Context: an optimization exercise on an open-source flow, tuned for small area. The choices shown serve that exercise and are no tape-out recipe. In this exercise RTL edits were held to simulation tests only and were not proved equivalent to the original. Power is estimated from default activity; no workload was simulated. The flow treats the clock pin as an ideal source, which a real chip does not have.

Setup of the baseline:
==> module imem_stream_loader, before the edit <==
module imem_stream_loader #(
  parameter int DEPTH = 128,
  parameter int AW    = 7
) (
  input  logic          clock,
  input  logic          reset,
  input  logic [15:0]   imemaddr,
  output logic [15:0]   imemrdata,
  input  logic [7:0]    ld_data,
  input  logic          ld_valid,
  output logic          ld_ready,
  input  logic          ld_start,
  output logic          cpu_reset,
  output logic          ld_busy,
  output logic          ld_done,
  output logic          ld_error,
  output logic [AW:0]   words_loaded
);
  logic        r_busy;        
  logic        r_hdr;         
  logic        r_lo;          
  logic        r_error;
  logic [7:0]  r_hi;          
  logic [15:0] r_rem;         
  logic [AW:0] r_ptr;         
  logic        w_xfer;
  logic [15:0] w_hdr_n;
  logic        w_hdr_lo;
  logic        w_dat_lo;
  logic        w_last;
  logic        w_zero;
  logic        w_we;
  logic        w_rd_en;
  logic        w_rd_off;
  logic [15:0] w_wdata;
  assign ld_ready     = r_busy;
  assign ld_busy      = r_busy;
  assign cpu_reset    = r_busy;
  assign ld_done      = ~r_busy;
  assign ld_error     = r_error;
  assign words_loaded = r_ptr;
  assign w_xfer   = ld_valid & r_busy;
  assign w_hdr_n  = {r_hi, ld_data};
  assign w_hdr_lo = w_xfer & r_hdr & r_lo;
  assign w_dat_lo = w_xfer & ~r_hdr & r_lo;
  assign w_zero   = (w_hdr_n == 16'd0);
  assign w_last   = (r_rem == 16'd1);
  always_ff @(posedge clock) begin
    if (!reset) begin
      r_busy  <= 1'b1;
      r_hdr   <= 1'b1;
      r_lo    <= 1'b0;
      r_error <= 1'b0;
      r_ptr   <= '0;
    end else if (!r_busy) begin
      if (ld_start) begin
        r_busy  <= 1'b1;
        r_hdr   <= 1'b1;
        r_lo    <= 1'b0;
        r_error <= 1'b0;
        r_ptr   <= '0;
      end
    end else if (ld_valid) begin
      r_lo <= ~r_lo;
      if (r_lo) begin
        if (r_hdr) begin
          r_hdr <= 1'b0;
          if (w_zero) r_busy <= 1'b0;
          if (r_hi != 8'd0 || (ld_data[7] && ld_data[6:0] != 7'd0)) r_error <= 1'b1;
        end else begin
          if (!r_ptr[AW]) r_ptr <= r_ptr + 1'b1;
          if (w_last) r_busy <= 1'b0;
        end
      end
    end
  end
  always_ff @(posedge clock) begin
    if (!r_lo) r_hi <= ld_data;
  end
  always_ff @(posedge clock) begin
    if (w_hdr_lo)      r_rem <= w_hdr_n;
    else if (w_dat_lo) r_rem <= r_rem - 16'd1;
  end
  assign w_we    = reset & w_dat_lo & ~r_ptr[AW];
  assign w_wdata = {r_hi, ld_data};
  logic [7:0]       w_wp_lo;
  logic [15:0]      w_wp_hi;
  logic [DEPTH-1:0] w_wen;
  logic [15:0]      r_mem [DEPTH];
  for (genvar j = 0; j < 8; j++) begin : g_wp_lo
    assign w_wp_lo[j] = w_we & (r_ptr[2:0] == 3'(j));
  end
  for (genvar g = 0; g < 16; g++) begin : g_wp_hi
    assign w_wp_hi[g] = (r_ptr[6:3] == 4'(g));
  end
  for (genvar e = 0; e < DEPTH; e++) begin : g_word
    imem_and2 u_wen (.a(w_wp_lo[e % 8]), .b(w_wp_hi[e / 8]), .y(w_wen[e]));
    always_ff @(posedge clock) begin
      if (w_wen[e]) r_mem[e] <= w_wdata;
    end
  end
  localparam int NG = (DEPTH + 2) / 3;       
  localparam int NQ = 11;                    
  logic [AW-1:0]     w_a, w_a_n;
  logic [7:0]        w_ra_lo_n;
  logic [15:0]       w_ra_hi_n;
  logic [NG*3-1:0]   w_sel;
  logic [15:0]       w_grp_n [NG];
  logic [NQ-1:0]     w_any   [16];
  assign w_rd_en  = ~r_busy & (imemaddr[15:AW+1] == '0);
  assign w_rd_off = ~w_rd_en;
  assign w_a     = imemaddr[AW:1];
  assign w_a_n   = ~imemaddr[AW:1];
  for (genvar j = 0; j < 8; j++) begin : g_ra_lo
    imem_nand3 u_dec (
      .a(j[0] ? w_a[0] : w_a_n[0]),
      .b(j[1] ? w_a[1] : w_a_n[1]),
      .c(j[2] ? w_a[2] : w_a_n[2]),
      .y(w_ra_lo_n[j]));
  end
  for (genvar g = 0; g < 16; g++) begin : g_ra_hi
    imem_nand4 u_dec (
      .a(g[0] ? w_a[3] : w_a_n[3]),
      .b(g[1] ? w_a[4] : w_a_n[4]),
      .c(g[2] ? w_a[5] : w_a_n[5]),
      .d(g[3] ? w_a[6] : w_a_n[6]),
      .y(w_ra_hi_n[g]));
  end
  for (genvar e = 0; e < NG*3; e++) begin : g_sel
    if (e < DEPTH) begin : g_w
      imem_nor2 u_sel (.a(w_ra_lo_n[e % 8]), .b(w_ra_hi_n[e / 8]), .y(w_sel[e]));
    end else begin : g_none
      assign w_sel[e] = 1'b0;
    end
  end
  for (genvar k = 0; k < NG; k++) begin : g_grp
    for (genvar b = 0; b < 16; b++) begin : g_bit
      if (3*k + 2 < DEPTH) begin : g_3
        imem_aoi222 u_aoi (
          .a1(w_sel[3*k]),   .a2(r_mem[3*k][b]),
          .b1(w_sel[3*k+1]), .b2(r_mem[3*k+1][b]),
          .c1(w_sel[3*k+2]), .c2(r_mem[3*k+2][b]),
          .y(w_grp_n[k][b]));
      end else begin : g_2
        imem_aoi22 u_aoi (
          .a1(w_sel[3*k]),   .a2(r_mem[3*k][b]),
          .b1(w_sel[3*k+1]), .b2(r_mem[3*k+1][b]),
          .y(w_grp_n[k][b]));
      end
    end
  end
  for (genvar b = 0; b < 16; b++) begin : g_out
    for (genvar q = 0; q < NQ; q++) begin : g_q
      if (4*q + 3 < NG) begin : g_4
        imem_nand4 u_nand (
          .a(w_grp_n[4*q][b]),   .b(w_grp_n[4*q+1][b]),
          .c(w_grp_n[4*q+2][b]), .d(w_grp_n[4*q+3][b]),
          .y(w_any[b][q]));
      end else begin : g_3
        imem_nand3 u_nand (
          .a(w_grp_n[4*q][b]), .b(w_grp_n[4*q+1][b]), .c(w_grp_n[4*q+2][b]),
          .y(w_any[b][q]));
      end
    end
    logic [2:0] w_none;
    imem_nor4 u_nor0 (.a(w_any[b][0]), .b(w_any[b][1]), .c(w_any[b][2]),
                      .d(w_any[b][3]), .y(w_none[0]));
    imem_nor4 u_nor1 (.a(w_any[b][4]), .b(w_any[b][5]), .c(w_any[b][6]),
                      .d(w_any[b][7]), .y(w_none[1]));
    imem_nor3 u_nor2 (.a(w_any[b][8]), .b(w_any[b][9]), .c(w_any[b][10]),
                      .y(w_none[2]));
    imem_a31oi u_out (.a1(w_none[0]), .a2(w_none[1]), .a3(w_none[2]),
                      .b1(w_rd_off), .y(imemrdata[b]));
  end
endmodule
==> module imem_and2, before the edit <==
module imem_and2 (
  input  logic a, b,
  output logic y
);
  assign y = a & b;
endmodule
Settings: LEC_CHECK=0, CAP_MARGIN=10, CORE_MARGIN=2, CORE_UTILIZATION=75, GPL_TIMING_DRIVEN=0, SETUP_SLACK_MARGIN=0.25, SLEW_MARGIN=10, SYNTH_HIERARCHICAL=1, SYNTH_MINIMUM_KEEP_SIZE=0; clock period 7.0 ns.
standard.sh (not shown) runs the stock make flow with config.mk's settings and CLKGATE_MAP_FILE= SYNTH_SCRIPT=/design/flow/synth_recipe.tcl, a recipe that flattens the netlist after the stock synthesis.
==> flow/flow/run.sh <==
#!/bin/bash
# Own layout flow: the standard ORFS flow (standard.sh, unchanged
# synthesis, floorplan, power grid and tap cells) with these changes:
#  - input ports get buf_2 and output ports buf_1 cells as their buffers
#    (flow/pre_place.tcl);
#  - before repair_design, each write-data net gets one buffer at the centre
#    of its loads (flow/pre_resize.tcl);
#  - CTS uses clkbuf_16 cells, sink clusters of up to 30 flip-flops within
#    80 um, and no dummy loads.
# All tool output goes to standard.log (and ORFS's own logs under orfs/logs).
set -euo pipefail
here=$(pwd)
bash standard.sh \
  DONT_BUFFER_PORTS=1 \
  "PRE_GLOBAL_PLACE_TCL=$here/flow/pre_place.tcl" \
  "PRE_RESIZE_TCL=$here/flow/pre_resize.tcl" \
  "CTS_ARGS=-sink_clustering_enable -repair_clock_nets -sink_clustering_size 30 -sink_clustering_max_diameter 80 -dont_use_dummy_load -buf_list sky130_fd_sc_hd__clkbuf_16 -root_buf sky130_fd_sc_hd__clkbuf_16 -tree_buf sky130_fd_sc_hd__clkbuf_16" \
  finish > standard.log 2>&1
==> flow/flow/ins.tcl <==
# Buffer every signal net with at least MINF loads once, at the centroid of its loads.
proc bus_bufs {cell minf} {
  set block [ord::get_db_block]
  set dbu [$block getDbUnitsPerMicron]
  set nets {}
  foreach net [$block getNets] {
    if {[$net getSigType] != "SIGNAL"} continue
    set n 0
    foreach it [$net getITerms] { if {[$it isInputSignal]} { incr n } }
    if {$n >= $minf} { lappend nets $net }
  }
  foreach net $nets {
    set sx 0; set sy 0; set n 0
    foreach it [$net getITerms] {
      if {[$it isInputSignal]} {
        set b [[$it getInst] getBBox]
        incr sx [expr {([$b xMin]+[$b xMax])/2}]; incr sy [expr {([$b yMin]+[$b yMax])/2}]; incr n
      }
    }
    puts "bus_bufs: [$net getName] $n loads"
    insert_buffer -buffer_cell $cell -net [$net getName] -location [list [expr {$sx/$n/double($dbu)}] [expr {$sy/$n/double($dbu)}]]
  }
}
==> flow/flow/pre_place.tcl <==
# Runs before global placement, in place of ORFS's own port buffering
# (DONT_BUFFER_PORTS=1): every input port gets a buf_2, every output a buf_1.
buffer_ports -inputs -buffer_cell sky130_fd_sc_hd__buf_2
buffer_ports -outputs -buffer_cell sky130_fd_sc_hd__buf_1
==> flow/flow/pre_resize.tcl <==
# Runs before repair_design: give each write-data net (128+ flip-flop loads)
# one buffer at the centre of its loads, so repair_design does not split it
# into many large buffers.
source [file join [file dirname [info script]] ins.tcl]
bus_bufs sky130_fd_sc_hd__buf_6 64
estimate_parasitics -placement
The following lists how the candidate was set up differently from the baseline:
--- a/flow/design.v
+++ b/flow/design.v
@@ -82,20 +82,20 @@
     else if (w_dat_lo) r_rem <= r_rem - 16'd1;
   end
   assign w_we    = reset & w_dat_lo & ~r_ptr[AW];
   assign w_wdata = {r_hi, ld_data};
-  logic [7:0]       w_wp_lo;
-  logic [15:0]      w_wp_hi;
+  logic [7:0]       w_wp_lo_n;
+  logic [15:0]      w_wp_hi_n;
   logic [DEPTH-1:0] w_wen;
   logic [15:0]      r_mem [DEPTH];
   for (genvar j = 0; j < 8; j++) begin : g_wp_lo
-    assign w_wp_lo[j] = w_we & (r_ptr[2:0] == 3'(j));
+    assign w_wp_lo_n[j] = ~(w_we & (r_ptr[2:0] == 3'(j)));
   end
   for (genvar g = 0; g < 16; g++) begin : g_wp_hi
-    assign w_wp_hi[g] = (r_ptr[6:3] == 4'(g));
+    assign w_wp_hi_n[g] = ~(r_ptr[6:3] == 4'(g));
   end
   for (genvar e = 0; e < DEPTH; e++) begin : g_word
-    imem_and2 u_wen (.a(w_wp_lo[e % 8]), .b(w_wp_hi[e / 8]), .y(w_wen[e]));
+    imem_nor2 u_wen (.a(w_wp_lo_n[e % 8]), .b(w_wp_hi_n[e / 8]), .y(w_wen[e]));
     always_ff @(posedge clock) begin
       if (w_wen[e]) r_mem[e] <= w_wdata;
     end
   end
@@ -105,8 +105,9 @@
   logic [7:0]        w_ra_lo_n;
   logic [15:0]       w_ra_hi_n;
   logic [NG*3-1:0]   w_sel;
   logic [15:0]       w_grp_n [NG];
+  logic [NQ*4-1:0]   w_grp_x [16];
   logic [NQ-1:0]     w_any   [16];
   assign w_rd_en  = ~r_busy & (imemaddr[15:AW+1] == '0);
   assign w_rd_off = ~w_rd_en;
   assign w_a     = imemaddr[AW:1];
@@ -149,19 +150,16 @@
       end
     end
   end
   for (genvar b = 0; b < 16; b++) begin : g_out
+    for (genvar k = 0; k < NQ*4; k++) begin : g_x
+      assign w_grp_x[b][k] = (k < NG) ? w_grp_n[k][b] : 1'b1;
+    end
     for (genvar q = 0; q < NQ; q++) begin : g_q
-      if (4*q + 3 < NG) begin : g_4
-        imem_nand4 u_nand (
-          .a(w_grp_n[4*q][b]),   .b(w_grp_n[4*q+1][b]),
-          .c(w_grp_n[4*q+2][b]), .d(w_grp_n[4*q+3][b]),
-          .y(w_any[b][q]));
-      end else begin : g_3
-        imem_nand3 u_nand (
-          .a(w_grp_n[4*q][b]), .b(w_grp_n[4*q+1][b]), .c(w_grp_n[4*q+2][b]),
-          .y(w_any[b][q]));
-      end
+      imem_nand4 u_nand (
+        .a(w_grp_x[b][4*q]),   .b(w_grp_x[b][4*q+1]),
+        .c(w_grp_x[b][4*q+2]), .d(w_grp_x[b][4*q+3]),
+        .y(w_any[b][q]));
     end
     logic [2:0] w_none;
     imem_nor4 u_nor0 (.a(w_any[b][0]), .b(w_any[b][1]), .c(w_any[b][2]),
                       .d(w_any[b][3]), .y(w_none[0]));
@@ -172,14 +170,8 @@
     imem_a31oi u_out (.a1(w_none[0]), .a2(w_none[1]), .a3(w_none[2]),
                       .b1(w_rd_off), .y(imemrdata[b]));
   end
 endmodule
-module imem_and2 (
-  input  logic a, b,
-  output logic y
-);
-  assign y = a & b;
-endmodule
 module imem_nor2 (
   input  logic a, b,
   output logic y
 );
Notes after the runs:
- Between the candidate and the baseline, it is the candidate whose detailed-route wire length per cell is higher, by about 2%.
- Taking the candidate as 1.0, the baseline lands at 0.948 on estimated wirelength of the detail-placed design.
- Re maximum clock rate: the candidate is 0.0024 GHz down on the baseline.
- The candidate vs the baseline: first-pass GRT wire length up in the candidate
- Going from the baseline to the candidate, worst setup slack shows a reduction of 0.11 ns; synthesized area shows a reduction of 0.50%; clock period minus worst slack shows an increase of 0.11 ns; power share of the clock group shows no meaningful change; share of synthesized cell area in full adder, half adder and majority cells shows no meaningful change.
- Post-route antenna net violation count came out exactly the same in the baseline and the candidate.

-- re-timing with driven ports --
The flow's constraints put no driver on any port. The routed layouts listed below were extracted and timed again, unchanged, in two steps.
Step 1, drivers: a clkbuf_16 drives clock and a buf_2 each remaining input, both assumed.
Step 2 times the ports against the registers' clock, not the clock port: input delays grow and output delays shrink by t, the midpoint of the rising clock arrivals with the driver on.
Three values: no drivers, after step 1, after step 2; two values: the first two.
run	shift t [ns]	setup slack, ns	worst register clock-pin slew, ns
the baseline	0.782	0.298 / 0.142 / 0.142	0.12 / 0.12
the candidate	0.757	0.188 / -0.032 / -0.032	0.12 / 0.12
Met with ideal ports but missed after step 2: setup timing in the candidate. For the candidate, which loses most, drivers alone change the setup slack by -0.220 ns; drivers and shift together by -0.220 ns.
